Optimization exercise on an open flow, not production practice.
RTL: at most simulated, not proved equivalent.
Clock network not from TritonCTS: runs 5 and 6.
The clock port is an ideal driver here.
Power: default activity.

==> design/flow/design.v <==
package net_tx_pkg;
  typedef logic [7:0]  byte_t;       
  typedef logic [47:0] mac_addr_t;   
  typedef logic [31:0] ip_addr_t;    
  typedef logic [15:0] port_t;       
  typedef logic [15:0] length_t;     
  typedef enum logic [1:0] {SEQ_IDLE, SEQ_READY, SEQ_START, SEQ_BUSY} seq_state_t;
  typedef enum logic [2:0] {
    MAC_IDLE,
    MAC_PREAMBLE,
    MAC_HEADER,
    MAC_PAYLOAD,
    MAC_FCS
  } mac_state_t;
  typedef enum logic [1:0] {IP_IDLE, IP_HEADER, IP_PAYLOAD} ip_state_t;
  localparam byte_t       PREAMBLE_BYTE    = 8'h55;
  localparam byte_t       SFD_BYTE         = 8'hD5;
  localparam int          PREAMBLE_LEN     = 8;      
  localparam int          MAC_HEADER_LEN   = 14;     
  localparam logic [15:0] ETHERTYPE_IPV4   = 16'h0800;
  localparam int          FCS_LEN          = 4;
  localparam logic [31:0] CRC_POLY         = 32'hEDB88320;   
  localparam logic [31:0] CRC_RESIDUE_INIT = 32'hFFFFFFFF;
  localparam int          IFG_LEN          = 12;     
  localparam int          IP_HEADER_LEN  = 20;
  localparam byte_t       IP_TTL         = 8'd128;
  localparam byte_t       IP_PROTO_UDP   = 8'd17;
  localparam logic [15:0] IP_FLAGS_DF    = 16'h4000;   
  localparam int          UDP_HEADER_LEN = 8;
  localparam port_t       LOCAL_PORT     = 16'd1024;
  localparam int MIN_PAYLOAD = 18;
  localparam int MAX_PAYLOAD = 1472;
endpackage
`timescale 1ns/1ps
module network_tx (
  input  logic        tx_clock,
  input  logic        rst,
  input  logic        udp_tx_request,
  input  logic [15:0] udp_tx_length,
  input  logic [7:0]  udp_tx_data,
  output logic        udp_tx_enable,
  output logic        udp_tx_active,
  input  logic        run,
  input  logic [47:0] local_mac,
  input  logic [31:0] local_ip,
  input  logic [47:0] dest_mac,
  input  logic [31:0] dest_ip,
  input  logic [15:0] dest_port,
  output logic [7:0]  phy_txd,
  output logic        phy_tx_en
);
  logic [6:0]  p;
  logic [10:0] pc;         
  logic [47:0] tx_dest_mac;
  logic [31:0] tx_dest_ip;
  logic [15:0] tx_dest_port;
  logic [31:0] crc_q;
  logic [31:0] crc_n;
  logic [15:0] acc;        
  logic        acc_c;      
  logic        acc_g;      
  logic [7:0]  m;          
  logic [7:0]  cd;         
  logic [7:0]  cb;         
  logic [7:0]  ipb;        
  logic [7:0]  macb;       
  logic [10:0] sl;         
  logic        fcs, crc_g;
  assign sl = pc + ((p > 7'd37) ? 11'd56 : 11'd54) + {10'd0, (p == 7'd34) || (p == 7'd56)};
  always_ff @(posedge tx_clock) begin
    if (rst) p <= '0;
    else if (p == 7'd0) p <= udp_tx_request ? 7'd6 : 7'd0;
    else if (p == 7'd58) p <= (pc == 11'd1998) ? 7'd59 : 7'd58;
    else if (p == 7'd76) p <= '0;
    else p <= p + 7'd1;
  end
  always_ff @(posedge tx_clock) begin
    if (p == 7'd6) pc <= udp_tx_length[10:0];
    else pc <= pc - 11'd1;
  end
  assign udp_tx_enable = (p == 7'd7);
  assign udp_tx_active = (p == 7'd57) || (p == 7'd58 && pc != 11'd1998);
  always_ff @(posedge tx_clock) begin
    if (!run) begin
      tx_dest_mac  <= dest_mac;
      tx_dest_ip   <= dest_ip;
      tx_dest_port <= dest_port;
    end
  end
  always_comb begin
    case (p[4:0])
      5'd11: ipb = local_ip[31:24];
      5'd12: ipb = local_ip[23:16];
      5'd13: ipb = local_ip[15:8];
      5'd14: ipb = local_ip[7:0];
      5'd15: ipb = tx_dest_ip[31:24];
      5'd16: ipb = tx_dest_ip[23:16];
      5'd17: ipb = tx_dest_ip[15:8];
      5'd18: ipb = tx_dest_ip[7:0];
      default: ipb = 8'h00;
    endcase
  end
  always_comb begin
    case (p[3:0])
      4'd1: macb = tx_dest_mac[47:40];
      4'd2: macb = tx_dest_mac[39:32];
      4'd3: macb = tx_dest_mac[31:24];
      4'd4: macb = tx_dest_mac[23:16];
      4'd5: macb = tx_dest_mac[15:8];
      4'd6: macb = tx_dest_mac[7:0];
      4'd7: macb = local_mac[47:40];
      4'd8: macb = local_mac[39:32];
      4'd9: macb = local_mac[31:24];
      4'd10: macb = local_mac[23:16];
      4'd11: macb = local_mac[15:8];
      default: macb = local_mac[7:0];
    endcase
  end
  always_comb begin
    if (p == 7'd6) cb = 8'h12;
    else if (p == 7'd7) cb = 8'h05;
    else if (p >= 7'd11 && p <= 7'd18) cb = ipb;
    else if (p == 7'd33 || p == 7'd34) cb = m;
    else if (p >= 7'd57) cb = udp_tx_data;
    else cb = 8'h00;
  end
  assign acc_g = (p > 7'd7) && (p < 7'd56);
  always_ff @(posedge tx_clock) begin
    {acc_c, acc[15:8]} <= {1'b0, acc[7:0] & {8{acc_g}}} + {1'b0, cb} + {8'd0, acc_c & acc_g};
    acc[7:0] <= acc[15:8];
  end
  always_comb begin
    case (p)
      7'd17, 7'd18, 7'd19, 7'd20, 7'd21, 7'd22, 7'd23, 7'd24, 7'd25, 7'd26, 7'd27, 7'd28: m = macb;
      7'd29: m = 8'h08;
      7'd31: m = 8'h45;
      7'd33: m = {5'd0, sl[10:8]};
      7'd34: m = sl[7:0];
      7'd37: m = 8'h40;
      7'd39: m = 8'h80;
      7'd40: m = 8'h11;
      7'd41, 7'd42: m = ~acc[7:0];
      7'd43, 7'd44, 7'd45, 7'd46, 7'd47, 7'd48, 7'd49, 7'd50: m = ipb;
      7'd51: m = 8'h04;
      7'd53: m = tx_dest_port[15:8];
      7'd54: m = tx_dest_port[7:0];
      7'd55: m = {5'd0, sl[10:8]};
      7'd56: m = sl[7:0];
      7'd58, 7'd59: m = acc[7:0];
      default: m = 8'h00;
    endcase
  end
  always_comb begin
    case (p)
      7'd13: cd = 8'h62;
      7'd14: cd = 8'h81;
      7'd15: cd = 8'h90;
      7'd16: cd = 8'hD9;
      default: cd = m;
    endcase
  end
  assign fcs   = (p >= 7'd60) && (p <= 7'd63);
  assign crc_g = !fcs && !((p >= 7'd13) && (p <= 7'd16));
  crc32_byte crc_inst (.c(crc_q), .g(crc_g), .d(cd), .n(crc_n));
  always_ff @(posedge tx_clock) crc_q <= crc_n;
  always_comb begin
    if (p >= 7'd9 && p <= 7'd15) phy_txd = 8'h55;
    else if (p == 7'd16) phy_txd = 8'hD5;
    else if (fcs) phy_txd = ~crc_q[7:0];
    else phy_txd = m;
  end
  assign phy_tx_en = (p >= 7'd9) && (p <= 7'd63);
endmodule
module crc32_byte (
  input  logic [31:0] c,
  input  logic        g,
  input  logic [7:0]  d,
  output logic [31:0] n
);
  logic [7:0] x;
  assign x = (c[7:0] & {8{g}}) ^ d;
  wire s0 = x[0] ^ x[5];
  wire s1 = x[2] ^ x[3];
  wire s2 = x[1] ^ x[7];
  wire s3 = x[6] ^ s1;
  wire s4 = x[4] ^ x[7];
  wire s5 = x[6] ^ s0;
  wire s6 = x[1] ^ x[2];
  wire s7 = x[0] ^ x[4];
  wire s8 = x[1] ^ s0;
  wire s9 = x[6] ^ s2;
  wire s10 = x[3] ^ x[4];
  wire s11 = x[3] ^ s4;
  wire s12 = x[6] ^ s11;
  wire s13 = x[4] ^ s5;
  wire s14 = x[2] ^ s4;
  wire s15 = s2 ^ s10;
  wire s16 = x[5] ^ s3;
  assign n[0] = x[2] ^ c[8];
  assign n[1] = x[0] ^ x[3] ^ c[9];
  assign n[2] = x[1] ^ c[10] ^ s7;
  assign n[3] = x[5] ^ c[11] ^ s6;
  assign n[4] = x[0] ^ c[12] ^ s3;
  assign n[5] = c[13] ^ s15;
  assign n[6] = x[4] ^ x[5] ^ c[14];
  assign n[7] = c[15] ^ s5;
  assign n[8] = c[16] ^ s9;
  assign n[9] = x[7] ^ c[17];
  assign n[10] = x[2] ^ c[18];
  assign n[11] = x[3] ^ c[19];
  assign n[12] = c[20] ^ s7;
  assign n[13] = c[21] ^ s8;
  assign n[14] = x[6] ^ c[22] ^ s6;
  assign n[15] = x[7] ^ c[23] ^ s1;
  assign n[16] = c[24] ^ s1 ^ s7;
  assign n[17] = c[25] ^ s8 ^ s10;
  assign n[18] = c[26] ^ s6 ^ s13;
  assign n[19] = c[27] ^ s2 ^ s16;
  assign n[20] = c[28] ^ s12;
  assign n[21] = x[5] ^ c[29] ^ s14;
  assign n[22] = c[30] ^ s16;
  assign n[23] = c[31] ^ s12;
  assign n[24] = s0 ^ s14;
  assign n[25] = s3 ^ s8;
  assign n[26] = s2 ^ s3 ^ s7;
  assign n[27] = x[5] ^ s15;
  assign n[28] = s13;
  assign n[29] = s2 ^ s5;
  assign n[30] = x[0] ^ s9;
  assign n[31] = s2;
endmodule
==> design/flow/flow/run.sh <==
#!/bin/bash
# The standard layout (standard.sh) with these changes:
#  - synthesis maps the logic with an area-oriented abc script (deepsyn,
#    then area-recovering mapping) and leaves
#    adders to abc instead of half/full-adder cells (registers are mapped
#    before either step, so they are the standard synthesis's registers)
#  - each port gets the smallest buffer, sky130_fd_sc_hd__buf_1
set -euo pipefail
rm -rf scripts
cp -r "$FLOW_HOME/scripts" scripts
cp flow/abc_area.script scripts/abc_speed.script
export SCRIPTS_DIR="$PWD/scripts"
export ADDER_MAP_FILE=
export BUFFER_PORTS_ARGS="-buffer_cell sky130_fd_sc_hd__buf_1"
export CTS_ARGS="-sink_clustering_enable -repair_clock_nets -dont_use_dummy_load -buf_list sky130_fd_sc_hd__clkbuf_8"
bash standard.sh > standard.log 2>&1
==> design/flow/flow/abc_area.script <==
&get -n
&st
&deepsyn -T 60
&dch
&nf -R 1000
&put
==> design/flow/standard.sh <==
#!/bin/bash
# synth_recipe.tcl (not shown) runs the flow's synth.tcl, then flattens the netlist and writes it again
# the make line also repeats each setting of config.mk as NAME=value (left out here)
make -C /OpenROAD-flow-scripts/flow DESIGN_CONFIG=/design/flow/config.mk WORK_HOME=/design/flow/orfs CLKGATE_MAP_FILE= SYNTH_SCRIPT=/design/flow/synth_recipe.tcl "${@:-finish}"
==> design/flow/config.mk <==
export PLATFORM = sky130hd
export DESIGN_NAME = network_tx
export DESIGN_NICKNAME = network_tx
export VERILOG_FILES = /design/flow/design.v
export SDC_FILE = /design/flow/constraint.sdc
export NUM_CORES = 4
export LEC_CHECK = 0
export CAP_MARGIN = 20
export CORE_MARGIN = 2
export CORE_UTILIZATION = 40
export GPL_TIMING_DRIVEN = 0
export SLEW_MARGIN = 20
==> design/flow/constraint.sdc <==
create_clock -name core_clock -period 10.0 [get_ports {tx_clock}]
set_input_delay 2.0000 -clock core_clock [delete_from_list [all_inputs] [get_ports {tx_clock}]]
set_output_delay 2.0000 -clock core_clock [all_outputs]
set_load 0.01 [all_outputs]
==> impl_metrics.json, run 1 <==
{
  "outcome": "no timing/DRC/antenna violations",
  "worstPathArrival_ns": 7.47,
  "async_flop_share_pct": 0,
  "grt_pass1_vias": 5896,
  "synth_cells": 644,
  "endpoint_kind": "flip-flop",
  "finalNetCount": 1079,
  "ys_warn_count": 1,
  "die_w_um": 139,
  "dr.pass1.iters": 8,
  "cts_buffers": 17,
  "start_util_pct": 40.5,
  "path_class": "reg -> reg",
  "path_max_fanout": 19,
  "hp-class": "reg -> reg",
  "synth_top_area_share_pct": 39.7,
  "post-layout-total-power_w": 0.00212,
  "p_leak_nw": 2.86,
  "seq_area_frac_synth_pct": 58.2,
  "synth_top_cell_by_area": "edfxtp_1",
  "ant_nets": 0,
  "clkSlewWorstSetupHoldPaths_ns": 0.07,
  "skew_ns": 0.0366,
  "area_growth_pct": 19.2,
  "crit_chain": "clkinv_1 -> or2_0 -> nor2_1 -> a21oi_1 -> a21oi_1 -> a41o_1 -> or3_1 -> and3_1 -> nor2_1 -> o311a_1 -> o211ai_1 -> maj3_1 -> o21ai_0 -> a21oi_1 -> a21oi_1 -> maj3_1 -> maj3_1 -> xnor2_1 -> nand3_1 -> and2_0 -> maj3_1 -> maj3_1 -> maj3_1 -> clkinv_1",
  "final.fill_count": 1732,
  "drcViolationCount": 0,
  "syn_nets": 848,
  "vias": 6273,
  "die-area_um2": 19200,
  "grtUsageTotal_pct": 23.2,
  "finalCritPeriodShare_pct": 70.8,
  "fmax_ghz": 0.141,
  "cts_htree_levels": 4,
  "setup_tns_ns": 0,
  "cts_hold_buffers": 0,
  "clkSinkCount": 163,
  "ir_worst_vdd_mv": 0.118,
  "wl_per_cell_um": 20.3,
  "synth_area_leaders": "edfxtp_1 40%, dfxtp_1 18%, xnor2_1 6.0%, xor2_1 3.9%, nor2_1 3.5%",
  "drive_gt1_share_pct": 3.32,
  "relSlewSlack_pct": 26.7,
  "cts-resized-gates": 0,
  "synth_cell_types": 43,
  "diodes": 0,
  "cp.required_ns": 10.39,
  "ioPinCount": 215,
  "die_y_um": 139,
  "grt_pass1_wl_mm": 33.9,
  "cap_violations": 0,
  "p_per_area_nw_per_um2": 245,
  "io_buffer_count": 209,
  "avgSynthCellArea_um2": 11.3,
  "final_cell_mix": "209 x buf_1, 96 x edfxtp_1, 67 x nor2_1, 67 x dfxtp_1, 55 x nand2_1",
  "placement_rows": 49,
  "whs_ns": 0.324,
  "slew_viol_final": 0,
  "antenna_found_initial": 0,
  "synth-seq-cells": 163,
  "path_common_cell": "maj3_1",
  "overflow": 0,
  "clockRootBuffer": "clkbuf_8",
  "setup_violations": 0,
  "period_minus_slack_ns": 7.08,
  "rsz0062_at_grt": "false",
  "clk_latency_ns": 0.46,
  "startpoint_type": "flip-flop",
  "max_stage_delay_ns": 0.82,
  "routed_wl_mm": 22.4,
  "cts_setup_buffers": 0,
  "coreArea_um2": 17900,
  "grt_max_degree": 56,
  "synth_ff_type": "edfxtp_1",
  "worst_slew_pin_slew_ns": 1.09,
  "vias_per_cell": 5.69,
  "drt_iter0_drc": 672,
  "worst_slack_ns": 2.92,
  "cp_slowest_cell": "dfxtp_1",
  "routabilityCongestion": 0.891,
  "post-route-util_pct": 48.3,
  "synth_edf_count": 96,
  "tritoncts": "built",
  "dpl_worst_slack_ns": 3.02,
  "cts.path.max_buffers": 2,
  "hold_viol": 0,
  "dpl.hpwl_mm": 16.9,
  "syn-cell-area_um2": 7260,
  "layout_commonest_cell": "buf_1"
}
## through the flow
step                std cells  cell area (um2)
floorplan                 644             7260
global placement         1082             8330
detailed placement       1085             8410
CTS                      1102             8640
global route             1102             8650
finish                   1102             8650
## sequential cells by signal, summed over array words and instances, names as in the netlist
| signal | cells |
|---|---|
| tx_dest_mac | 48 |
| pc | 11 |
| acc_c | 1 |
| p | 7 |
| crc_q | 32 |
| tx_dest_port | 16 |
| acc | 16 |
| tx_dest_ip | 32 |
## report_power, final
group          total [W]  internal (W)  switching (W)  leakage, nW
clock           0.000355      0.000150       0.000205        0.122
combinational   0.000789      0.000355       0.000434         1.24
sequential      0.000978      0.000875       0.000103         1.50
## kinds of logic after synthesis
group           Yosys count  share of synthesized area (%)
simple gates            209                           13.3
compound gates          177                           17.3
flops                   163                           58.2
xor+xnor                 82                           9.90
buf+inv                   6                          0.310
fa+ha+maj                 6                          0.828
mux                       1                          0.138
## synthesized netlist by cell type (all sizes together) (15+ instances only)
master / instances
xnor2: 50
dfxtp: 67
xor2: 32
a21oi: 30
nand2: 55
nor3: 20
edfxtp: 96
a22oi: 31
nor2: 67
a222oi: 21
nand3: 15
o21ai: 36
## critical path: cells and delay by family (launching register included)
kind | cells | cell delay, ns
compound gates | 8 | 1.72
flops | 1 | 0.82
xor+xnor | 1 | 0.24
buf+inv | 2 | 0.56
simple gates | 7 | 1.44
fa+ha+maj | 6 | 2.24
## worst paths after layout
kind                               end  cells past startpoint     from  slack (ns)
worst max-delay path             acc_c                     24     p[4]        2.92
worst max register to register   acc_c                     24     p[4]        2.92
worst min-delay path            acc[3]                      0  acc[11]        0.32
worst min register to register  acc[3]                      0  acc[11]        0.32
## layout make-up
class / count / area (um2) / share of cell area, %
repair buffers: 212 / 825 / 9.54
well taps: 229 / 287 / 3.31
flip-flops and latches: 163 / 4220 / 48.8
inverters: 6 / 27.5 / 0.318
clock buffers: 17 / 234 / 2.71
multi-input cells: 475 / 3050 / 35.3
## metal layers
layer  global-route usage [%]  vias up  routed length [um]
met5                        0        -                   0
met4                     9.25        0                 667
met3                     5.46       43                1780
met2                     35.4      320               10100
met1                     32.0     2973                9810
li1                         -     2937                   -
==> run 2, diff against run 1 <==
--- a/design/flow/design.v
+++ b/design/flow/design.v
@@ -67,18 +67,18 @@
   logic [10:0] sl;         
   logic        fcs, crc_g;
-  assign sl = pc + ((p > 7'd37) ? 11'd56 : 11'd54) + {10'd0, (p == 7'd34) || (p == 7'd56)};
+  assign sl = pc + ((p > 7'd44) ? 11'd56 : 11'd54) + {10'd0, (p == 7'd41) || (p == 7'd63)};
   always_ff @(posedge tx_clock) begin
     if (rst) p <= '0;
-    else if (p == 7'd0) p <= udp_tx_request ? 7'd6 : 7'd0;
-    else if (p == 7'd58) p <= (pc == 11'd1998) ? 7'd59 : 7'd58;
-    else if (p == 7'd76) p <= '0;
+    else if (p == 7'd0) p <= udp_tx_request ? 7'd13 : 7'd0;
+    else if (p == 7'd65) p <= (pc == 11'd1998) ? 7'd66 : 7'd65;
+    else if (p == 7'd83) p <= '0;
     else p <= p + 7'd1;
   end
   always_ff @(posedge tx_clock) begin
-    if (p == 7'd6) pc <= udp_tx_length[10:0];
+    if (p == 7'd13) pc <= udp_tx_length[10:0];
     else pc <= pc - 11'd1;
   end
-  assign udp_tx_enable = (p == 7'd7);
-  assign udp_tx_active = (p == 7'd57) || (p == 7'd58 && pc != 11'd1998);
+  assign udp_tx_enable = (p == 7'd14);
+  assign udp_tx_active = (p == 7'd64) || (p == 7'd65 && pc != 11'd1998);
   always_ff @(posedge tx_clock) begin
     if (!run) begin
@@ -90,12 +90,12 @@
   always_comb begin
     case (p[4:0])
-      5'd11: ipb = local_ip[31:24];
-      5'd12: ipb = local_ip[23:16];
-      5'd13: ipb = local_ip[15:8];
-      5'd14: ipb = local_ip[7:0];
-      5'd15: ipb = tx_dest_ip[31:24];
-      5'd16: ipb = tx_dest_ip[23:16];
-      5'd17: ipb = tx_dest_ip[15:8];
-      5'd18: ipb = tx_dest_ip[7:0];
+      5'd18: ipb = local_ip[31:24];
+      5'd19: ipb = local_ip[23:16];
+      5'd20: ipb = local_ip[15:8];
+      5'd21: ipb = local_ip[7:0];
+      5'd22: ipb = tx_dest_ip[31:24];
+      5'd23: ipb = tx_dest_ip[23:16];
+      5'd24: ipb = tx_dest_ip[15:8];
+      5'd25: ipb = tx_dest_ip[7:0];
       default: ipb = 8'h00;
     endcase
@@ -103,27 +103,27 @@
   always_comb begin
     case (p[3:0])
-      4'd1: macb = tx_dest_mac[47:40];
-      4'd2: macb = tx_dest_mac[39:32];
-      4'd3: macb = tx_dest_mac[31:24];
-      4'd4: macb = tx_dest_mac[23:16];
-      4'd5: macb = tx_dest_mac[15:8];
-      4'd6: macb = tx_dest_mac[7:0];
-      4'd7: macb = local_mac[47:40];
-      4'd8: macb = local_mac[39:32];
-      4'd9: macb = local_mac[31:24];
-      4'd10: macb = local_mac[23:16];
-      4'd11: macb = local_mac[15:8];
+      4'd8: macb = tx_dest_mac[47:40];
+      4'd9: macb = tx_dest_mac[39:32];
+      4'd10: macb = tx_dest_mac[31:24];
+      4'd11: macb = tx_dest_mac[23:16];
+      4'd12: macb = tx_dest_mac[15:8];
+      4'd13: macb = tx_dest_mac[7:0];
+      4'd14: macb = local_mac[47:40];
+      4'd15: macb = local_mac[39:32];
+      4'd0: macb = local_mac[31:24];
+      4'd1: macb = local_mac[23:16];
+      4'd2: macb = local_mac[15:8];
       default: macb = local_mac[7:0];
     endcase
   end
   always_comb begin
-    if (p == 7'd6) cb = 8'h12;
-    else if (p == 7'd7) cb = 8'h05;
-    else if (p >= 7'd11 && p <= 7'd18) cb = ipb;
-    else if (p == 7'd33 || p == 7'd34) cb = m;
-    else if (p >= 7'd57) cb = udp_tx_data;
+    if (p == 7'd13) cb = 8'h12;
+    else if (p == 7'd14) cb = 8'h05;
+    else if (p >= 7'd18 && p <= 7'd25) cb = ipb;
+    else if (p == 7'd40 || p == 7'd41) cb = m;
+    else if (p >= 7'd64) cb = udp_tx_data;
     else cb = 8'h00;
   end
-  assign acc_g = (p > 7'd7) && (p < 7'd56);
+  assign acc_g = (p > 7'd14) && (p < 7'd63);
   always_ff @(posedge tx_clock) begin
     {acc_c, acc[15:8]} <= {1'b0, acc[7:0] & {8{acc_g}}} + {1'b0, cb} + {8'd0, acc_c & acc_g};
@@ -132,20 +132,20 @@
   always_comb begin
     case (p)
-      7'd17, 7'd18, 7'd19, 7'd20, 7'd21, 7'd22, 7'd23, 7'd24, 7'd25, 7'd26, 7'd27, 7'd28: m = macb;
-      7'd29: m = 8'h08;
-      7'd31: m = 8'h45;
-      7'd33: m = {5'd0, sl[10:8]};
-      7'd34: m = sl[7:0];
-      7'd37: m = 8'h40;
-      7'd39: m = 8'h80;
-      7'd40: m = 8'h11;
-      7'd41, 7'd42: m = ~acc[7:0];
-      7'd43, 7'd44, 7'd45, 7'd46, 7'd47, 7'd48, 7'd49, 7'd50: m = ipb;
-      7'd51: m = 8'h04;
-      7'd53: m = tx_dest_port[15:8];
-      7'd54: m = tx_dest_port[7:0];
-      7'd55: m = {5'd0, sl[10:8]};
-      7'd56: m = sl[7:0];
-      7'd58, 7'd59: m = acc[7:0];
+      7'd24, 7'd25, 7'd26, 7'd27, 7'd28, 7'd29, 7'd30, 7'd31, 7'd32, 7'd33, 7'd34, 7'd35: m = macb;
+      7'd36: m = 8'h08;
+      7'd38: m = 8'h45;
+      7'd40: m = {5'd0, sl[10:8]};
+      7'd41: m = sl[7:0];
+      7'd44: m = 8'h40;
+      7'd46: m = 8'h80;
+      7'd47: m = 8'h11;
+      7'd48, 7'd49: m = ~acc[7:0];
+      7'd50, 7'd51, 7'd52, 7'd53, 7'd54, 7'd55, 7'd56, 7'd57: m = ipb;
+      7'd58: m = 8'h04;
+      7'd60: m = tx_dest_port[15:8];
+      7'd61: m = tx_dest_port[7:0];
+      7'd62: m = {5'd0, sl[10:8]};
+      7'd63: m = sl[7:0];
+      7'd65, 7'd66: m = acc[7:0];
       default: m = 8'h00;
     endcase
@@ -153,22 +153,22 @@
   always_comb begin
     case (p)
-      7'd13: cd = 8'h62;
-      7'd14: cd = 8'h81;
-      7'd15: cd = 8'h90;
-      7'd16: cd = 8'hD9;
+      7'd20: cd = 8'h62;
+      7'd21: cd = 8'h81;
+      7'd22: cd = 8'h90;
+      7'd23: cd = 8'hD9;
       default: cd = m;
     endcase
   end
-  assign fcs   = (p >= 7'd60) && (p <= 7'd63);
-  assign crc_g = !fcs && !((p >= 7'd13) && (p <= 7'd16));
+  assign fcs   = (p >= 7'd67) && (p <= 7'd70);
+  assign crc_g = !fcs && !((p >= 7'd20) && (p <= 7'd23));
   crc32_byte crc_inst (.c(crc_q), .g(crc_g), .d(cd), .n(crc_n));
   always_ff @(posedge tx_clock) crc_q <= crc_n;
   always_comb begin
-    if (p >= 7'd9 && p <= 7'd15) phy_txd = 8'h55;
-    else if (p == 7'd16) phy_txd = 8'hD5;
+    if (p >= 7'd16 && p <= 7'd22) phy_txd = 8'h55;
+    else if (p == 7'd23) phy_txd = 8'hD5;
     else if (fcs) phy_txd = ~crc_q[7:0];
     else phy_txd = m;
   end
-  assign phy_tx_en = (p >= 7'd9) && (p <= 7'd63);
+  assign phy_tx_en = (p >= 7'd16) && (p <= 7'd70);
 endmodule
 module crc32_byte (
--- a/design/flow/flow/run.sh
+++ b/design/flow/flow/run.sh
@@ -6,4 +6,5 @@
 #    before either step, so they are the standard synthesis's registers)
 #  - each port gets the smallest buffer, sky130_fd_sc_hd__buf_1
+#  - the clock tree uses clkbuf_8 and no dummy loads
 set -euo pipefail
 rm -rf scripts
==> impl_metrics.json, run 2 <==
{
  "cp-startpoint": "p[2]",
  "area_growth_pct": 18.8,
  "synth_cell_types": 46,
  "p_per_area_nw_per_um2": 234,
  "use_met3_pct": 5.66,
  "layout_commonest_cell": "buf_1",
  "synth_top_cell_by_area": "edfxtp_1",
  "grtUsageMet2_pct": 34.6,
  "rsz0062_at_grt": "false",
  "top_regs": "tx_dest_mac (48), crc_q (32), tx_dest_ip (32)",
  "async_flop_share_pct": 0,
  "final_cells": 1101,
  "vias_per_cell": 5.57,
  "relSlewSlack_pct": 23.6,
  "tritoncts": "built",
  "diodes": 0,
  "cp.required_ns": 10.42,
  "synth_ff_type": "edfxtp_1",
  "p_int_w": 0.00134,
  "timing.rr.end": "acc_c",
  "period_minus_slack_ns": 7.35,
  "cap_violations": 0,
  "clk_latency_ns": 0.47,
  "p_sw_w": 0.000678,
  "pwr-share-clk_pct": 17.6,
  "startpoint_type": "flip-flop",
  "outcome": "no timing/DRC/antenna violations",
  "dp.cells": 1084,
  "synth_area_leaders": "edfxtp_1 40%, dfxtp_1 18%, xnor2_1 6.6%, a22oi_1 4.3%, xor2_1 3.6%",
  "final_cell_mix": "209 x buf_1, 96 x edfxtp_1, 67 x dfxtp_1",
  "grtUsageTotal_pct": 22.7,
  "yosysMostFrequentCell": "edfxtp_1",
  "fmax_ghz": 0.136,
  "start_util_pct": 40.6,
  "largest_reg_flops": 48,
  "drcViolationCount": 0,
  "routabilityCongestion": 0.906,
  "drive_gt1_share_pct": 2.87,
  "hp-class": "reg -> reg",
  "worst_slack_ns": 2.65,
  "grt_pass1_wl_mm": 33.3,
  "slew_viol_final": 0,
  "synth_top_area_share_pct": 39.6,
  "regMostFlops": "tx_dest_mac",
  "path_max_fanout": 16,
  "synth_edf_count": 96,
  "ioPinCount": 215,
  "io_buffer_count": 209,
  "crit_path_end": "acc_c",
  "cts_hold_buffers": 0,
  "ant_nets": 0,
  "cts_htree_levels": 4,
  "clockRootBuffer": "clkbuf_8",
  "ys_warn_count": 1,
  "grt_busiest_layer": "met2",
  "hp-start": "acc[14]",
  "syn_nets": 849,
  "ir_worst_vdd_mv": 0.126,
  "coreArea_um2": 17900,
  "die-area_um2": 19300,
  "wl_per_cell_um": 20.2,
  "drt_iter0_drc": 585,
  "overflow": 0,
  "hold_viol": 0,
  "setup_violations": 0,
  "synth-seq-cells": 163,
  "clkSinkCount": 163,
  "p_leak_nw": 2.82,
  "dr.pass1.iters": 5,
  "cts_setup_buffers": 0,
  "vias": 6131,
  "endpoint_kind": "flip-flop",
  "syn-cell-area_um2": 7270,
  "cts.path.max_buffers": 2,
  "finalNetCount": 1078,
  "r2r_cells": 23,
  "setup_tns_ns": 0,
  "die_y_um": 139,
  "placement_rows": 49,
  "synth_common_cells": "96 x edfxtp_1, 67 x dfxtp_1, 62 x nor2_1, 61 x nand2_1, 55 x xnor2_1",
  "dpl_worst_slack_ns": 2.85,
  "seqPwrFrac_pct": 47.4,
  "avgSynthCellArea_um2": 11.3,
  "dpl.hpwl_mm": 16.5,
  "r2r_slack_ns": 2.65,
  "grt_pass1_vias": 5855,
  "r2r_start": "p[2]",
  "final.fill_count": 1732,
  "worstPathArrival_ns": 7.77,
  "cts_buffers": 17,
  "combPwrFrac_pct": 35.0,
  "worst_slew_pin_slew_ns": 1.14,
  "clkSlewWorstSetupHoldPaths_ns": 0.09,
  "switching_share_pct": 33.6,
  "skew_ns": 0.0410,
  "cts-resized-gates": 0,
  "grt_max_degree": 69,
  "antenna_found_initial": 0,
  "die_w_um": 139,
  "path_class": "reg -> reg",
  "seq_area_frac_synth_pct": 58.1,
  "routed_wl_mm": 22.2,
  "use_met1_pct": 31.8,
  "synth_cells": 645,
  "finalCritPeriodShare_pct": 73.5
}
==> run 2: changes by cell type after synthesis, sizes merged, moves of 6 or more <==
cell / before / now
nand3: 15 / 21
a22oi: 31 / 42
o21ai: 36 / 25
nand2: 55 / 61
nand4: 7 / 0
==> run 2: final cells by class <==
type,count,area [um2],area share [%]
tap,229,287,3.32
inverter,10,42.5,0.492
multi-input combinational,472,3040,35.2
clock buffer,17,234,2.71
timing repair buffer,210,812,9.40
sequential,163,4220,48.9
==> run 2: critical path, stage by stage, from the launching register on <==
cell and delay [ns]:
dfxtp_1 0.73, nand2_1 0.27, nor2_1 0.88, nand3_1 0.31
nor2_1 0.35, and4_1 0.26, a21oi_1 0.07, a21boi_0 0.32
and2_0 0.29, a21oi_1 0.12, nor3_1 0.43, o211ai_1 0.20
a21oi_1 0.15, nor2_1 0.08, maj3_1 0.40, maj3_1 0.44
maj3_1 0.42, xnor2_1 0.17, nand2_1 0.08, o31ai_1 0.10
maj3_1 0.41, maj3_1 0.40, maj3_1 0.39, clkinv_1 0.05
==> run 2: worst min-delay path by stage <==
stage,end,depth (start not counted)
3_5_place_dp,acc[0],0
2_1_floorplan,acc[0],0
5_1_grt,acc[4],0
4_1_cts,acc[6],0
3_3_place_gp,acc[3],0
6_report,acc[6],0
==> run 2: kinds of logic (layout without fill, tap and decap cells) <==
group	Yosys count	after routing	share of synthesized area, %
AND/OR/NAND/NOR	203	203	12.8
AO/OA/AOI/OAI	177	177	17.4
flip-flops	163	163	58.1
XOR/XNOR	85	85	10.2
buffers and inverters	10	237	0.516
adder cells (fa/ha/maj)	6	6	0.826
multiplexers	1	1	0.138
==> run 2: power groups by stage <==
stage	logic, W	registers, W	clock network (W)
finish	0.000706	0.000958	0.000356
global route	0.000777	0.000975	0.000390
CTS	0.000706	0.000955	0.000364
detailed placement	0.000700	0.000968	0
global placement	0.000684	0.000969	0
floorplan	0.000551	0.000946	0
==> run 2: layer usage <==
layer / part of all wire (%) / routed length [um]
met5: 0 / 0
met4: 2.2 / 499
met2: 46 / 10100
met3: 8.2 / 1820
met1: 44 / 9780
==> run 2: per-stage QoR <==
step	utilization [%]	power [W]	area (um2)	hold slack, ns
4_1_cts	48.2	0.00203	8630	0.328
2_1_floorplan	-	0.00150	7270	0.310
6_report	48.3	0.00202	8640	0.326
3_5_place_dp	46.9	0.00167	8390	0.314
3_3_place_gp	46.6	0.00165	8340	0.311
5_1_grt	48.3	0.00214	8640	0.332
==> run 3, diff against run 2 <==
--- a/design/flow/config.mk
+++ b/design/flow/config.mk
@@ -9,4 +9,3 @@
 export CORE_MARGIN = 2
 export CORE_UTILIZATION = 40
-export GPL_TIMING_DRIVEN = 0
 export SLEW_MARGIN = 20
==> impl_metrics.json, run 3 <==
{
  "dp.cells": 1103,
  "clockRootBuffer": "clkbuf_8",
  "hp-class": "reg -> reg",
  "finalCritPeriodShare_pct": 67.6,
  "clkSinkCount": 163,
  "synth_common_cells": "96 x edfxtp_1, 67 x dfxtp_1, 62 x nor2_1, 61 x nand2_1, 55 x xnor2_1",
  "avgSynthCellArea_um2": 11.3,
  "grt_pass1_vias": 6041,
  "overflow": 0,
  "syn-cell-area_um2": 7270,
  "path_max_fanout": 17,
  "endpoint_kind": "flip-flop",
  "setup_tns_ns": 0,
  "area_growth_pct": 20.0,
  "largest_reg_flops": 48,
  "dpl.hpwl_mm": 16.6,
  "cts_buffers": 17,
  "io_buffer_count": 209,
  "finalNetCount": 1097,
  "period_minus_slack_ns": 6.76,
  "ys_warn_count": 1,
  "p_per_area_nw_per_um2": 231,
  "ioPinCount": 215,
  "drt_iter0_drc": 568,
  "wl_per_cell_um": 19.8,
  "hold_viol": 0,
  "synth_cells": 645,
  "layout_commonest_cell": "buf_1",
  "synth_top_area_share_pct": 39.6,
  "cts.path.max_buffers": 2,
  "drcViolationCount": 0,
  "relSlewSlack_pct": 42.2,
  "slew_viol_final": 0,
  "coreArea_um2": 17900,
  "vias_per_cell": 5.54,
  "yosysMostFrequentCell": "edfxtp_1",
  "setup_violations": 0,
  "clk_latency_ns": 0.47,
  "clkSlewWorstSetupHoldPaths_ns": 0.08,
  "dr.pass1.iters": 5,
  "synth_ff_type": "edfxtp_1",
  "cts_hold_buffers": 0,
  "ir_worst_vdd_mv": 0.127,
  "syn_nets": 849,
  "routed_wl_mm": 22.2,
  "ant_nets": 0,
  "synth_edf_count": 96,
  "tritoncts": "built",
  "diodes": 0,
  "final_cell_mix": "209 x buf_1, 96 x edfxtp_1, 67 x dfxtp_1",
  "synth_area_leaders": "edfxtp_1 40%, dfxtp_1 18%, xnor2_1 6.6%, a22oi_1 4.3%, xor2_1 3.6%",
  "async_flop_share_pct": 0,
  "final_cells": 1120,
  "start_util_pct": 40.6,
  "antenna_found_initial": 0,
  "cts_setup_buffers": 0,
  "routabilityCongestion": 0.901,
  "final.fill_count": 1737,
  "rsz0062_at_grt": "false",
  "cp.required_ns": 10.39,
  "cap_violations": 0,
  "seq_area_frac_synth_pct": 58.1,
  "outcome": "no timing/DRC/antenna violations",
  "worstPathArrival_ns": 7.15,
  "regMostFlops": "tx_dest_mac",
  "cts_htree_levels": 4,
  "grt_pass1_wl_mm": 33.8,
  "worst_slew_pin_slew_ns": 0.858,
  "placement_rows": 49,
  "grt_max_degree": 65,
  "synth_top_cell_by_area": "edfxtp_1",
  "synth-seq-cells": 163,
  "synth_cell_types": 46,
  "vias": 6204,
  "drive_gt1_share_pct": 4.26,
  "skew_ns": 0.0439,
  "startpoint_type": "flip-flop",
  "path_class": "reg -> reg",
  "fmax_ghz": 0.148,
  "die-area_um2": 19300,
  "post-route-util_pct": 48.7,
  "die_y_um": 139,
  "die_w_um": 139,
  "grtUsageTotal_pct": 23.0,
  "top_regs": "tx_dest_mac (48), crc_q (32), tx_dest_ip (32)",
  "cts-resized-gates": 0,
  "p_leak_nw": 2.91,
  "whs_ns": 0.323
}
## run 3: cell count changes in the layout (fill, tap and decap cells not counted)
cell and change:
clkinv_2 +1, buf_16 -1, nor3_2 -6, buf_4 +20
nor3_1 +6, clkinv_4 -1
## run 3: worst max-delay path: stages, from the launching register on
cell and delay, ns:
dfxtp_1 0.72, nand2b_1 0.48, nor4_1 0.17, a2111oi_0 0.64, clkinv_1 0.14, a21oi_1 0.25, a21boi_0 0.17, and2_0 0.26
o21ai_0 0.18, a21oi_1 0.06, nor3_1 0.39, o211ai_1 0.20, a21oi_1 0.15, nor2_1 0.08, maj3_1 0.41, maj3_1 0.42
maj3_1 0.40, xnor2_1 0.17, nand2_1 0.08, o31ai_1 0.10, maj3_1 0.40, maj3_1 0.40, maj3_1 0.37, clkinv_1 0.05
## run 3: cells by family (layout without fill, tap and decap cells)
logic type | count (synthesis) | count (layout) | synth area share, %
buf+inv | 10 | 256 | 0.516
compound gates | 177 | 177 | 17.4
simple gates | 203 | 203 | 12.8
fa+ha+maj | 6 | 6 | 0.826
mux | 1 | 1 | 0.138
xor+xnor | 85 | 85 | 10.2
flops | 163 | 163 | 58.1
## run 3: routing by layer
metal	track usage (%)	vias to the layer above	routed length, um
met3	6.28	43	1840
met1	31.8	2912	9870
li1	-	2952	-
met4	7.66	0	554
met2	35.2	297	9940
met5	0	-	0
## run 3: worst paths after layout
| path | cells past startpoint | slack, ns | startpoint | end |
|---|---|---|---|---|
| max | 23 | 3.24 | p[6] | acc_c |
| min | 0 | 0.32 | acc[15] | acc[7] |
| max reg2reg | 23 | 3.24 | p[6] | acc_c |
| min reg2reg | 0 | 0.32 | acc[15] | acc[7] |
## run 3: per-stage QoR
stage                     cell area, um2  total power, W  setup slack [ns]
after floorplan                     7270         0.00150              4.10
after global routing                8730         0.00214              2.61
final                               8730         0.00202              3.24
after CTS                           8730         0.00203              3.31
after detailed placement            8490         0.00167              3.18
after global placement              8490         0.00166              3.25
## run 3: cell type report
cell class	instances	area (um2)	share of cell area (%)
Tap cell	229	287	3.28
Timing Repair Buffer	229	935	10.7
Clock buffer	17	234	2.68
Inverter	10	38.8	0.444
Multi-Input combinational cell	472	3010	34.5
Sequential cell	163	4220	48.4
## run 3: where the power goes
group	internal, W	switching (W)
Combinational	0.000328	0.000378
Sequential	0.000869	0.0000866
Clock	0.000150	0.000208
Total	0.00135	0.000673
==> run 4, diff against run 3 <==
--- a/design/flow/design.v
+++ b/design/flow/design.v
@@ -67,18 +67,18 @@
   logic [10:0] sl;         
   logic        fcs, crc_g;
-  assign sl = pc + ((p > 7'd44) ? 11'd56 : 11'd54) + {10'd0, (p == 7'd41) || (p == 7'd63)};
+  assign sl = pc + ((p > 7'd60) ? 11'd56 : 11'd54) + {10'd0, (p == 7'd57) || (p == 7'd79)};
   always_ff @(posedge tx_clock) begin
     if (rst) p <= '0;
-    else if (p == 7'd0) p <= udp_tx_request ? 7'd13 : 7'd0;
-    else if (p == 7'd65) p <= (pc == 11'd1998) ? 7'd66 : 7'd65;
-    else if (p == 7'd83) p <= '0;
+    else if (p == 7'd0) p <= udp_tx_request ? 7'd29 : 7'd0;
+    else if (p == 7'd81) p <= (pc == 11'd1998) ? 7'd82 : 7'd81;
+    else if (p == 7'd99) p <= '0;
     else p <= p + 7'd1;
   end
   always_ff @(posedge tx_clock) begin
-    if (p == 7'd13) pc <= udp_tx_length[10:0];
+    if (p == 7'd29) pc <= udp_tx_length[10:0];
     else pc <= pc - 11'd1;
   end
-  assign udp_tx_enable = (p == 7'd14);
-  assign udp_tx_active = (p == 7'd64) || (p == 7'd65 && pc != 11'd1998);
+  assign udp_tx_enable = (p == 7'd30);
+  assign udp_tx_active = (p == 7'd80) || (p == 7'd81 && pc != 11'd1998);
   always_ff @(posedge tx_clock) begin
     if (!run) begin
@@ -90,12 +90,14 @@
   always_comb begin
     case (p[4:0])
-      5'd18: ipb = local_ip[31:24];
-      5'd19: ipb = local_ip[23:16];
-      5'd20: ipb = local_ip[15:8];
-      5'd21: ipb = local_ip[7:0];
-      5'd22: ipb = tx_dest_ip[31:24];
-      5'd23: ipb = tx_dest_ip[23:16];
-      5'd24: ipb = tx_dest_ip[15:8];
-      5'd25: ipb = tx_dest_ip[7:0];
+      5'd2: ipb = local_ip[31:24];
+      5'd3: ipb = local_ip[23:16];
+      5'd4: ipb = local_ip[15:8];
+      5'd5: ipb = local_ip[7:0];
+      5'd6: ipb = tx_dest_ip[31:24];
+      5'd7: ipb = tx_dest_ip[23:16];
+      5'd8: ipb = tx_dest_ip[15:8];
+      5'd9: ipb = tx_dest_ip[7:0];
+      5'd12: ipb = tx_dest_port[15:8];
+      5'd13: ipb = tx_dest_port[7:0];
       default: ipb = 8'h00;
     endcase
@@ -118,12 +120,12 @@
   end
   always_comb begin
-    if (p == 7'd13) cb = 8'h12;
-    else if (p == 7'd14) cb = 8'h05;
-    else if (p >= 7'd18 && p <= 7'd25) cb = ipb;
-    else if (p == 7'd40 || p == 7'd41) cb = m;
-    else if (p >= 7'd64) cb = udp_tx_data;
+    if (p == 7'd29) cb = 8'h12;
+    else if (p == 7'd30) cb = 8'h05;
+    else if (p >= 7'd34 && p <= 7'd41) cb = ipb;
+    else if (p == 7'd56 || p == 7'd57) cb = m;
+    else if (p >= 7'd80) cb = udp_tx_data;
     else cb = 8'h00;
   end
-  assign acc_g = (p > 7'd14) && (p < 7'd63);
+  assign acc_g = (p > 7'd30) && (p < 7'd79);
   always_ff @(posedge tx_clock) begin
     {acc_c, acc[15:8]} <= {1'b0, acc[7:0] & {8{acc_g}}} + {1'b0, cb} + {8'd0, acc_c & acc_g};
@@ -132,20 +134,19 @@
   always_comb begin
     case (p)
-      7'd24, 7'd25, 7'd26, 7'd27, 7'd28, 7'd29, 7'd30, 7'd31, 7'd32, 7'd33, 7'd34, 7'd35: m = macb;
-      7'd36: m = 8'h08;
-      7'd38: m = 8'h45;
-      7'd40: m = {5'd0, sl[10:8]};
-      7'd41: m = sl[7:0];
-      7'd44: m = 8'h40;
-      7'd46: m = 8'h80;
-      7'd47: m = 8'h11;
-      7'd48, 7'd49: m = ~acc[7:0];
-      7'd50, 7'd51, 7'd52, 7'd53, 7'd54, 7'd55, 7'd56, 7'd57: m = ipb;
-      7'd58: m = 8'h04;
-      7'd60: m = tx_dest_port[15:8];
-      7'd61: m = tx_dest_port[7:0];
-      7'd62: m = {5'd0, sl[10:8]};
-      7'd63: m = sl[7:0];
-      7'd65, 7'd66: m = acc[7:0];
+      7'd40, 7'd41, 7'd42, 7'd43, 7'd44, 7'd45, 7'd46, 7'd47, 7'd48, 7'd49, 7'd50, 7'd51: m = macb;
+      7'd52: m = 8'h08;
+      7'd54: m = 8'h45;
+      7'd56: m = {5'd0, sl[10:8]};
+      7'd57: m = sl[7:0];
+      7'd60: m = 8'h40;
+      7'd62: m = 8'h80;
+      7'd63: m = 8'h11;
+      7'd64, 7'd65: m = ~acc[7:0];
+      7'd66, 7'd67, 7'd68, 7'd69, 7'd70, 7'd71, 7'd72, 7'd73: m = ipb;
+      7'd74: m = 8'h04;
+      7'd76, 7'd77: m = ipb;
+      7'd78: m = {5'd0, sl[10:8]};
+      7'd79: m = sl[7:0];
+      7'd81, 7'd82: m = acc[7:0];
       default: m = 8'h00;
     endcase
@@ -153,22 +154,22 @@
   always_comb begin
     case (p)
-      7'd20: cd = 8'h62;
-      7'd21: cd = 8'h81;
-      7'd22: cd = 8'h90;
-      7'd23: cd = 8'hD9;
+      7'd36: cd = 8'h62;
+      7'd37: cd = 8'h81;
+      7'd38: cd = 8'h90;
+      7'd39: cd = 8'hD9;
       default: cd = m;
     endcase
   end
-  assign fcs   = (p >= 7'd67) && (p <= 7'd70);
-  assign crc_g = !fcs && !((p >= 7'd20) && (p <= 7'd23));
+  assign fcs   = (p >= 7'd83) && (p <= 7'd86);
+  assign crc_g = !fcs && !((p >= 7'd36) && (p <= 7'd39));
   crc32_byte crc_inst (.c(crc_q), .g(crc_g), .d(cd), .n(crc_n));
   always_ff @(posedge tx_clock) crc_q <= crc_n;
   always_comb begin
-    if (p >= 7'd16 && p <= 7'd22) phy_txd = 8'h55;
-    else if (p == 7'd23) phy_txd = 8'hD5;
+    if (p >= 7'd32 && p <= 7'd38) phy_txd = 8'h55;
+    else if (p == 7'd39) phy_txd = 8'hD5;
     else if (fcs) phy_txd = ~crc_q[7:0];
     else phy_txd = m;
   end
-  assign phy_tx_en = (p >= 7'd16) && (p <= 7'd70);
+  assign phy_tx_en = (p >= 7'd32) && (p <= 7'd86);
 endmodule
 module crc32_byte (
--- a/design/flow/flow/run.sh
+++ b/design/flow/flow/run.sh
@@ -6,5 +6,4 @@
 #    before either step, so they are the standard synthesis's registers)
 #  - each port gets the smallest buffer, sky130_fd_sc_hd__buf_1
-#  - the clock tree uses clkbuf_8 and no dummy loads
 set -euo pipefail
 rm -rf scripts
--- a/design/flow/config.mk
+++ b/design/flow/config.mk
@@ -9,3 +9,4 @@
 export CORE_MARGIN = 2
 export CORE_UTILIZATION = 40
+export GPL_TIMING_DRIVEN = 0
 export SLEW_MARGIN = 20
==> impl_metrics.json, run 4 <==
{
  "outcome": "no timing/DRC/antenna violations",
  "placed_area_um2": 8370,
  "relSlewSlack_pct": 25.7,
  "p_leak_nw": 2.87,
  "rsz0062_at_grt": "false",
  "grt_pass1_wl_mm": 32.0,
  "use_met1_pct": 28.2,
  "p_sw_w": 0.000708,
  "ant_nets": 0,
  "synth_cell_types": 45,
  "synth_top_cell_by_area": "edfxtp_1",
  "startpoint_type": "flip-flop",
  "cts_setup_buffers": 0,
  "hold_viol": 0,
  "hp-class": "reg -> reg",
  "die_y_um": 138,
  "grt_max_degree": 78,
  "final_cell_mix": "209 x buf_1, 96 x edfxtp_1, 70 x nand2_1",
  "die-area_um2": 19000,
  "die_w_um": 138,
  "routabilityCongestion": 0.915,
  "setup_tns_ns": 0,
  "cts.path.max_buffers": 2,
  "cp_slowest_cell": "nor2_2",
  "pwr-share-clk_pct": 17.3,
  "cts_buffers": 17,
  "cts_htree_levels": 4,
  "finalNetCount": 1069,
  "placement_rows": 48,
  "clk_latency_ns": 0.46,
  "path_max_fanout": 16,
  "cts-resized-gates": 0,
  "grt_busiest_layer": "met2",
  "avgSynthCellArea_um2": 11.4,
  "layout_commonest_cell": "buf_1",
  "largest_reg_flops": 48,
  "slew_viol_final": 0,
  "ys_warn_count": 1,
  "io_buffer_count": 209,
  "setup_violations": 0,
  "dr.pass1.iters": 7,
  "syn_nets": 833,
  "coreArea_um2": 17400,
  "routed_wl_mm": 21.5,
  "async_flop_share_pct": 0,
  "synth_area_leaders": "edfxtp_1 40%, dfxtp_1 19%, xnor2_1 6.2%, xor2_1 4.0%, nand2_1 3.7%",
  "diodes": 0,
  "ioPinCount": 215,
  "fmax_ghz": 0.144,
  "drcViolationCount": 0,
  "grtUsageTotal_pct": 23.3,
  "seqPwrFrac_pct": 45.8,
  "use_met3_pct": 5.89,
  "max_stage_delay_ns": 0.70,
  "clkSinkCount": 163,
  "combPwrFrac_pct": 36.9,
  "tritoncts": "built",
  "seq_area_frac_synth_pct": 59.0,
  "worst_slew_pin_slew_ns": 1.11,
  "synth_top_area_share_pct": 40.3,
  "synth_common_cells": "96 x edfxtp_1, 70 x nand2_1, 67 x dfxtp_1, 56 x nor2_1, 51 x xnor2_1",
  "p_per_area_nw_per_um2": 241,
  "cp.required_ns": 10.33,
  "start_util_pct": 41.1,
  "synth-seq-cells": 163,
  "vias": 6034,
  "fin_area_um2": 8600,
  "post-route-util_pct": 49.4,
  "drt_iter0_drc": 559,
  "path_class": "reg -> reg",
  "endpoint_kind": "flip-flop",
  "clockRootBuffer": "clkbuf_8",
  "ir_worst_vdd_mv": 0.122,
  "antenna_found_initial": 0,
  "synth_ff_type": "edfxtp_1",
  "vias_per_cell": 5.55,
  "area_growth_pct": 20.2,
  "regMostFlops": "tx_dest_mac",
  "synth_cells": 629,
  "yosysMostFrequentCell": "edfxtp_1",
  "period_minus_slack_ns": 6.96,
  "finalCritPeriodShare_pct": 69.6,
  "skew_ns": 0.0301,
  "grtUsageMet2_pct": 39.1,
  "cap_violations": 0,
  "dpl.hpwl_mm": 16.2,
  "switching_share_pct": 34.2,
  "overflow": 0,
  "cts_hold_buffers": 0,
  "clkSlewWorstSetupHoldPaths_ns": 0.06,
  "drive_gt1_share_pct": 3.94,
  "synth_edf_count": 96,
  "grt_pass1_vias": 5932,
  "worstPathArrival_ns": 7.29,
  "top_regs": "tx_dest_mac (48), crc_q (32), tx_dest_ip (32)",
  "p_int_w": 0.00136,
  "syn-cell-area_um2": 7160,
  "wl_per_cell_um": 19.8
}
## run 4: cell count changes after synthesis, moves of 4 or more
| cell | before | now |
|---|---|---|
| a222oi_1 | 16 | 26 |
| a22oi_1 | 42 | 25 |
| and3_1 | 8 | 3 |
| clkinv_1 | 10 | 6 |
| nand2_1 | 61 | 70 |
| nand4_1 | 0 | 5 |
| nor2_1 | 62 | 56 |
| nor3_1 | 16 | 12 |
| o21a_1 | 0 | 4 |
| or2_0 | 7 | 2 |
| xnor2_1 | 55 | 51 |
## run 4: cell families (layout without fill, tap and decap cells)
group                      count (synthesis)  in the layout  share of synthesized area (%)
and+or+nand+nor                          199            199                           12.5
AOI/OAI and AO/OA                        173            173                           17.3
DFF                                      163            163                           59.0
xor gates and xnor gates                  84             84                           10.3
buffers and inverters                      6            240                          0.315
adders and majority gates                  4              4                          0.559
## run 4: cell type report
class	count	area, um2
inverters	6	27.5
multi-input cells	460	2940
fillers	1688	8810
flip-flops and latches	163	4220
well taps	225	282
repair buffers	217	895
clock buffers	17	234
## run 4: worst paths after layout
kind / from / to / slack [ns] / cells after the start
setup / recovery: p[3] / acc_c / 3.04 / 26
hold / removal: acc[12] / acc[4] / 0.32 / 0
setup reg to reg: p[3] / acc_c / 3.04 / 26
hold reg to reg: acc[12] / acc[4] / 0.32 / 0
## run 4: stage by stage
| step | instances | total power (W) | hold slack, ns | setup slack [ns] |
|---|---|---|---|---|
| 2_1_floorplan | 629 | 0.00153 | 0.310 | 3.96 |
| 3_3_place_gp | 1063 | 0.00171 | 0.310 | 2.62 |
| 3_5_place_dp | 1071 | 0.00173 | 0.312 | 2.76 |
| 4_1_cts | 1088 | 0.00208 | 0.322 | 3.10 |
| 5_1_grt | 1088 | 0.00220 | 0.336 | 2.36 |
| 6_report | 1088 | 0.00207 | 0.322 | 3.04 |
## run 4: routing by layer
metal	wire length [um]	vias up
li1	-	2883
met1	8760	2800
met2	10300	310
met3	1860	41
met4	593	0
met5	0	-
## run 4: power groups by stage
| stage | Combinational (W) | Clock, W | Sequential (W) |
|---|---|---|---|
| 6_report | 0.000765 | 0.000358 | 0.000950 |
| 5_1_grt | 0.000839 | 0.000393 | 0.000966 |
| 4_1_cts | 0.000768 | 0.000365 | 0.000949 |
| 3_5_place_dp | 0.000762 | 0 | 0.000964 |
| 3_3_place_gp | 0.000744 | 0 | 0.000963 |
| 2_1_floorplan | 0.000587 | 0 | 0.000944 |
## run 4: worst max-delay path: cells and delay by family, from the launching register on
kind,cells,cell delay [ns]
flip-flops,1,0.69
AND/OR/NAND/NOR,10,2.32
adder cells (fa/ha/maj),4,1.52
XOR/XNOR,2,0.41
AO/OA/AOI/OAI,10,1.88
==> run 5, diff against run 4 <==
--- a/design/flow/flow/run.sh
+++ b/design/flow/flow/run.sh
@@ -13,4 +13,6 @@
 export ADDER_MAP_FILE=
 export BUFFER_PORTS_ARGS="-buffer_cell sky130_fd_sc_hd__buf_1"
-export CTS_ARGS="-sink_clustering_enable -repair_clock_nets -dont_use_dummy_load -buf_list sky130_fd_sc_hd__clkbuf_8"
+export MY_CTS_TCL="$PWD/flow/my_cts.tcl"
+sed -i 's|^log_cmd clock_tree_synthesis {\*}\$cts_args$|source $::env(MY_CTS_TCL)\nmy_cts 2 3 sky130_fd_sc_hd__clkbuf_16 sky130_fd_sc_hd__clkbuf_8\nset_propagated_clock [all_clocks]|' scripts/cts.tcl
+grep -q "my_cts 2 3" scripts/cts.tcl
 bash standard.sh > standard.log 2>&1
==> design/flow/flow/my_cts.tcl (new file) <==
# Two-level clock tree in place of clock_tree_synthesis: the flip-flops are
# split into balanced groups by position (rows by y, then columns by x), one
# leaf buffer drives each group from its centroid, and one root buffer,
# driven by the clock port, drives the leaves.
proc my_cts { rows cols leaf_cell root_cell } {
  set db [ord::get_db]
  set block [ord::get_db_block]
  set clk [$block findNet tx_clock]
  set leafm [$db findMaster $leaf_cell]
  set rootm [$db findMaster $root_cell]
  set sinks {}
  foreach it [$clk getITerms] {
    set inst [$it getInst]
    set box [$inst getBBox]
    set x [expr { ([$box xMin] + [$box xMax]) / 2 }]
    set y [expr { ([$box yMin] + [$box yMax]) / 2 }]
    lappend sinks [list $it $x $y]
  }
  set n [llength $sinks]
  set sinks [lsort -integer -index 2 $sinks]
  set groups {}
  for { set r 0 } { $r < $rows } { incr r } {
    set a [expr { $r * $n / $rows }]
    set b [expr { ($r + 1) * $n / $rows - 1 }]
    set row [lsort -integer -index 1 [lrange $sinks $a $b]]
    set m [llength $row]
    for { set c 0 } { $c < $cols } { incr c } {
      set a2 [expr { $c * $m / $cols }]
      set b2 [expr { ($c + 1) * $m / $cols - 1 }]
      lappend groups [lrange $row $a2 $b2]
    }
  }
  set rnet [odb::dbNet_create $block clk_root]
  $rnet setSigType CLOCK
  set sx 0
  set sy 0
  set k 0
  foreach g $groups {
    set gx 0
    set gy 0
    foreach s $g {
      set gx [expr { $gx + [lindex $s 1] }]
      set gy [expr { $gy + [lindex $s 2] }]
    }
    set gx [expr { $gx / [llength $g] }]
    set gy [expr { $gy / [llength $g] }]
    set inst [odb::dbInst_create $block $leafm clk_leaf_$k]
    $inst setLocation $gx $gy
    $inst setPlacementStatus PLACED
    set net [odb::dbNet_create $block clk_leaf_net_$k]
    $net setSigType CLOCK
    [$inst findITerm A] connect $rnet
    [$inst findITerm X] connect $net
    foreach s $g {
      set it [lindex $s 0]
      $it disconnect
      $it connect $net
    }
    set sx [expr { $sx + $gx }]
    set sy [expr { $sy + $gy }]
    puts "clock leaf $k: [llength $g] flip-flops at ($gx, $gy)"
    incr k
  }
  set root [odb::dbInst_create $block $rootm clk_root_buf]
  $root setLocation [expr { $sx / $k }] [expr { $sy / $k }]
  $root setPlacementStatus PLACED
  [$root findITerm A] connect $clk
  [$root findITerm X] connect $rnet
  $clk setSigType CLOCK
}
==> impl_metrics.json, run 5 <==
{
  "outcome": "no timing/DRC/antenna violations",
  "drcViolationCount": 0,
  "async_flop_share_pct": 0,
  "path_max_fanout": 16,
  "worst_slew_pin_slew_ns": 1.14,
  "hold_viol": 0,
  "clkSlewWorstSetupHoldPaths_ns": 0.11,
  "hp-class": "reg -> reg",
  "grt_pass1_wl_mm": 31.8,
  "cp_slowest_cell": "dfxtp_1",
  "grt_pass1_vias": 5844,
  "synth_top_area_share_pct": 40.3,
  "ys_warn_count": 1,
  "cts_hold_buffers": 0,
  "fin_area_um2": 8530,
  "layout_commonest_cell": "buf_1",
  "dpl.hpwl_mm": 16.2,
  "final_cell_mix": "209 x buf_1, 96 x edfxtp_1, 70 x nand2_1",
  "ir_worst_vdd_mv": 0.120,
  "synth_ff_type": "edfxtp_1",
  "vias_per_cell": 5.56,
  "final.fill_count": 1694,
  "min_to": "acc[2]",
  "finalCritPeriodShare_pct": 69.8,
  "period_minus_slack_ns": 6.98,
  "seq_area_frac_synth_pct": 59.0,
  "synth_common_cells": "96 x edfxtp_1, 70 x nand2_1, 67 x dfxtp_1, 56 x nor2_1, 51 x xnor2_1",
  "startpoint_type": "flip-flop",
  "setup_violations": 0,
  "drt_iter0_drc": 553,
  "ant_nets": 0,
  "grtUsageTotal_pct": 22.0,
  "synth_area_leaders": "edfxtp_1 40%, dfxtp_1 19%, xnor2_1 6.2%, xor2_1 4.0%, nand2_1 3.7%",
  "diodes": 0,
  "yosysMostFrequentCell": "edfxtp_1",
  "antenna_found_initial": 0,
  "routed_wl_mm": 21.3,
  "cap_violations": 0,
  "hold_depth": 0,
  "cts-resized-gates": 0,
  "area_growth_pct": 19.2,
  "setup_tns_ns": 0,
  "r2r_cells": 26,
  "r2r_slack_ns": 3.02,
  "finalNetCount": 1059,
  "p_per_area_nw_per_um2": 237,
  "synth_cell_types": 45,
  "io_buffer_count": 209,
  "ioPinCount": 215,
  "placed_area_um2": 8370,
  "die_w_um": 138,
  "dr.pass1.iters": 5,
  "r2r_start": "p[3]",
  "coreArea_um2": 17400,
  "avgSynthCellArea_um2": 11.4,
  "path_class": "reg -> reg",
  "synth-seq-cells": 163,
  "syn-cell-area_um2": 7160,
  "largest_reg_flops": 48,
  "dp.cells": 1071,
  "die-area_um2": 19000,
  "fmax_ghz": 0.143,
  "timing.rr.end": "acc_c",
  "placement_rows": 48,
  "drive_gt1_share_pct": 2.81,
  "max_stage_delay_ns": 0.70,
  "final_cells": 1078,
  "worstPathArrival_ns": 7.31,
  "synth_top_cell_by_area": "edfxtp_1",
  "synth_edf_count": 96,
  "overflow": 0,
  "cp.required_ns": 10.33,
  "die_y_um": 138,
  "synth_cells": 629,
  "relSlewSlack_pct": 23.8,
  "vias": 5999,
  "skew_ns": 0.0163,
  "start_util_pct": 41.1,
  "syn_nets": 833,
  "regMostFlops": "tx_dest_mac",
  "cts_setup_buffers": 0,
  "routabilityCongestion": 0.915,
  "hp-start": "acc[10]",
  "top_regs": "tx_dest_mac (48), crc_q (32), tx_dest_ip (32)",
  "p_leak_nw": 2.83,
  "post-layout-total-power_w": 0.00202,
  "rsz0062_at_grt": "false",
  "grt_max_degree": 78,
  "endpoint_kind": "flip-flop",
  "slew_viol_final": 0,
  "clk_latency_ns": 0.43,
  "wl_per_cell_um": 19.7,
  "worst_slack_ns": 3.02,
  "dpl_worst_slack_ns": 2.76
}
run 5: report_power, final:
part           internal, W  switching [W]  total (W)
clock             0.000118       0.000194   0.000312
sequential        0.000866      0.0000823   0.000949
combinational     0.000347       0.000416   0.000763
total              0.00133       0.000692    0.00202
run 5: cells by family after synthesis:
group | Yosys count | share of synthesized area [%]
AO/OA/AOI/OAI | 173 | 17.3
AND/OR/NAND/NOR | 199 | 12.5
buffers and inverters | 6 | 0.315
adder cells (fa/ha/maj) | 4 | 0.559
flip-flops | 163 | 59.0
XOR/XNOR | 84 | 10.3
run 5: final cells by class:
cell class	count	area [um2]	area share (%)
buffer	7	164	1.92
inverter	6	27.5	0.323
timing repair buffer	217	895	10.5
tap	225	282	3.30
sequential	163	4220	49.5
multi-input combinational	460	2940	34.5
run 5: through the flow:
| stage | hold slack, ns | utilization [%] |
|---|---|---|
| 6_report | 0.338 | 49.0 |
| 5_1_grt | 0.349 | 49.0 |
| 4_1_cts | 0.339 | 49.0 |
| 3_5_place_dp | 0.312 | 48.0 |
| 3_3_place_gp | 0.310 | 47.2 |
| 2_1_floorplan | 0.310 | - |
run 5: how the worst max path moves through the flow:
stage,startpoint,to
detailed placement,local_ip[16],acc_c
floorplan,local_ip[16],acc_c
CTS,p[3],acc_c
finish,p[3],acc_c
global placement,p[1],acc_c
global route,p[3],acc_c
run 5: metal layers:
layer	global-route usage (%)	share of wire, %	vias to the layer above
li1	-	-	2865
met1	27.8	40	2794
met2	38.6	48	292
met3	3.50	8.5	48
met4	6.86	3.4	0
met5	0	0	-
run 5: critical path, delay by kind of cell, from the launching register on:
family,cells,cell delay [ns]
simple gates,10,2.32
compound gates,10,1.89
fa+ha+maj,4,1.53
flops,1,0.70
xor+xnor,2,0.41
==> run 6, diff against run 5 <==
--- a/design/flow/flow/run.sh
+++ b/design/flow/flow/run.sh
@@ -14,5 +14,5 @@
 export BUFFER_PORTS_ARGS="-buffer_cell sky130_fd_sc_hd__buf_1"
 export MY_CTS_TCL="$PWD/flow/my_cts.tcl"
-sed -i 's|^log_cmd clock_tree_synthesis {\*}\$cts_args$|source $::env(MY_CTS_TCL)\nmy_cts 2 3 sky130_fd_sc_hd__clkbuf_16 sky130_fd_sc_hd__clkbuf_8\nset_propagated_clock [all_clocks]|' scripts/cts.tcl
-grep -q "my_cts 2 3" scripts/cts.tcl
+sed -i 's|^log_cmd clock_tree_synthesis {\*}\$cts_args$|source $::env(MY_CTS_TCL)\nmy_cts 3 4 sky130_fd_sc_hd__clkbuf_8 sky130_fd_sc_hd__clkbuf_8\nset_propagated_clock [all_clocks]|' scripts/cts.tcl
+grep -q "my_cts 3 4" scripts/cts.tcl
 bash standard.sh > standard.log 2>&1
==> impl_metrics.json, run 6 <==
{
  "synth_edf_count": 96,
  "ant_nets": 0,
  "regMostFlops": "tx_dest_mac",
  "overflow": 0,
  "cap_violations": 0,
  "startpoint_type": "flip-flop",
  "period_minus_slack_ns": 7.02,
  "clk_latency_ns": 0.45,
  "syn_nets": 833,
  "clkSlewWorstSetupHoldPaths_ns": 0.10,
  "ioPinCount": 215,
  "final_cell_mix": "209 x buf_1, 96 x edfxtp_1, 70 x nand2_1",
  "antenna_found_initial": 0,
  "ys_warn_count": 1,
  "hp-class": "reg -> reg",
  "drt_iter0_drc": 507,
  "synth_top_area_share_pct": 40.3,
  "yosysMostFrequentCell": "edfxtp_1",
  "ir_worst_vdd_mv": 0.142,
  "p_per_area_nw_per_um2": 238,
  "area_growth_pct": 19.4,
  "routed_wl_mm": 21.6,
  "io_buffer_count": 209,
  "endpoint_kind": "flip-flop",
  "r2r_slack_ns": 2.98,
  "synth_area_leaders": "edfxtp_1 40%, dfxtp_1 19%, xnor2_1 6.2%, xor2_1 4.0%, nand2_1 3.7%",
  "grt_max_degree": 78,
  "rsz0062_at_grt": "false",
  "die-area_um2": 19000,
  "largest_reg_flops": 48,
  "dr.pass1.iters": 8,
  "die_w_um": 138,
  "synth_common_cells": "96 x edfxtp_1, 70 x nand2_1, 67 x dfxtp_1, 56 x nor2_1, 51 x xnor2_1",
  "vias_per_cell": 5.60,
  "fmax_ghz": 0.143,
  "p_leak_nw": 2.85,
  "placement_rows": 48,
  "seq_area_frac_synth_pct": 59.0,
  "relSlewSlack_pct": 25.0,
  "synth_top_cell_by_area": "edfxtp_1",
  "synth_cell_types": 45,
  "slew_viol_final": 0,
  "die_y_um": 138,
  "drcViolationCount": 0,
  "avgSynthCellArea_um2": 11.4,
  "finalNetCount": 1065,
  "dpl.hpwl_mm": 16.2,
  "start_util_pct": 41.1,
  "top_regs": "tx_dest_mac (48), crc_q (32), tx_dest_ip (32)",
  "synth-seq-cells": 163,
  "whs_ns": 0.334,
  "synth_ff_type": "edfxtp_1",
  "outcome": "no timing/DRC/antenna violations",
  "finalCritPeriodShare_pct": 70.2,
  "grt_pass1_wl_mm": 32.0,
  "diodes": 0,
  "path_class": "reg -> reg",
  "vias": 6068,
  "worstPathArrival_ns": 7.36,
  "placed_area_um2": 8370,
  "cts_setup_buffers": 0,
  "synth_cells": 629,
  "skew_ns": 0.0176,
  "grtUsageTotal_pct": 22.2,
  "coreArea_um2": 17400,
  "drive_gt1_share_pct": 3.49,
  "hold_viol": 0,
  "cts-resized-gates": 0,
  "cts_hold_buffers": 0,
  "setup_tns_ns": 0,
  "layout_commonest_cell": "buf_1",
  "cp-startpoint": "p[3]",
  "hp-start": "acc[12]",
  "grt_pass1_vias": 5887,
  "routabilityCongestion": 0.915,
  "worst_slew_pin_slew_ns": 1.12,
  "wl_per_cell_um": 19.9,
  "setup_violations": 0,
  "path_max_fanout": 16,
  "cp.required_ns": 10.35,
  "fin_area_um2": 8550,
  "r2r_start": "p[3]",
  "syn-cell-area_um2": 7160,
  "final.fill_count": 1698,
  "async_flop_share_pct": 0
}
## run 6: cell counts after synthesis
Identical to the previous run, type by type.
## run 6: critical path, stage by stage, from the launching register on
cell       delay (ns)
dfxtp_1          0.70
nand2_1          0.39
nor2_2           0.72
nand2_1          0.22
a21oi_1          0.16
o21ai_0          0.12
nand2_1          0.08
a21oi_1          0.07
nand3_1          0.17
nand3_1          0.12
and2_0           0.23
and3_1           0.22
o31a_1           0.31
nor2_1           0.10
a2111oi_0        0.10
o21ai_0          0.34
o21ai_0          0.16
a21o_1           0.24
maj3_1           0.39
maj3_1           0.39
xnor2_1          0.16
a21oi_1          0.27
xor2_1           0.26
nand2_1          0.08
o21a_1           0.14
maj3_1           0.40
maj3_1           0.35
## run 6: cells by family (layout without fill, tap and decap cells)
| kind of cell | Yosys count | after routing | synth area share, % |
|---|---|---|---|
| buffers and inverters | 6 | 236 | 0.315 |
| DFF | 163 | 163 | 59.0 |
| AOI/OAI and AO/OA | 173 | 173 | 17.3 |
| adders and majority gates | 4 | 4 | 0.559 |
| and+or+nand+nor | 199 | 199 | 12.5 |
| xor gates and xnor gates | 84 | 84 | 10.3 |
## run 6: metal layers
metal	wire [um]	up-vias	global-route usage [%]
met5	0	-	0
met4	637	0	6.52
met3	1820	41	3.75
met2	10300	304	39.0
met1	8770	2848	28.0
li1	-	2875	-
## run 6: final timing paths
| check | endpoint | depth (start not counted) |
|---|---|---|
| max | acc_c | 26 |
| max reg2reg | acc_c | 26 |
| min | acc[4] | 0 |
| min reg2reg | acc[4] | 0 |
## run 6: power breakdown
part,switching [W],internal [W]
clock network,0.000205,0.000116
registers,0.0000824,0.000867
logic,0.000415,0.000347
total,0.000703,0.00133
## run 6: layout make-up
type / instances / area, um2 / share of cell area, %
repair buffers: 217 / 895 / 10.5
flip-flops and latches: 163 / 4220 / 49.4
plain buffers: 13 / 179 / 2.09
well taps: 225 / 282 / 3.29
inverters: 6 / 27.5 / 0.322
multi-input cells: 460 / 2940 / 34.4
## run 6: metrics by stage
step | std cells | util [%] | power (W) | worst slack [ns]
after floorplan | 629 | - | 0.00153 | 3.96
after global placement | 1063 | 47.2 | 0.00171 | 2.62
after detailed placement | 1071 | 48.0 | 0.00173 | 2.76
after CTS | 1084 | 49.1 | 0.00205 | 3.11
after global routing | 1084 | 49.1 | 0.00216 | 2.36
final | 1084 | 49.1 | 0.00203 | 2.98
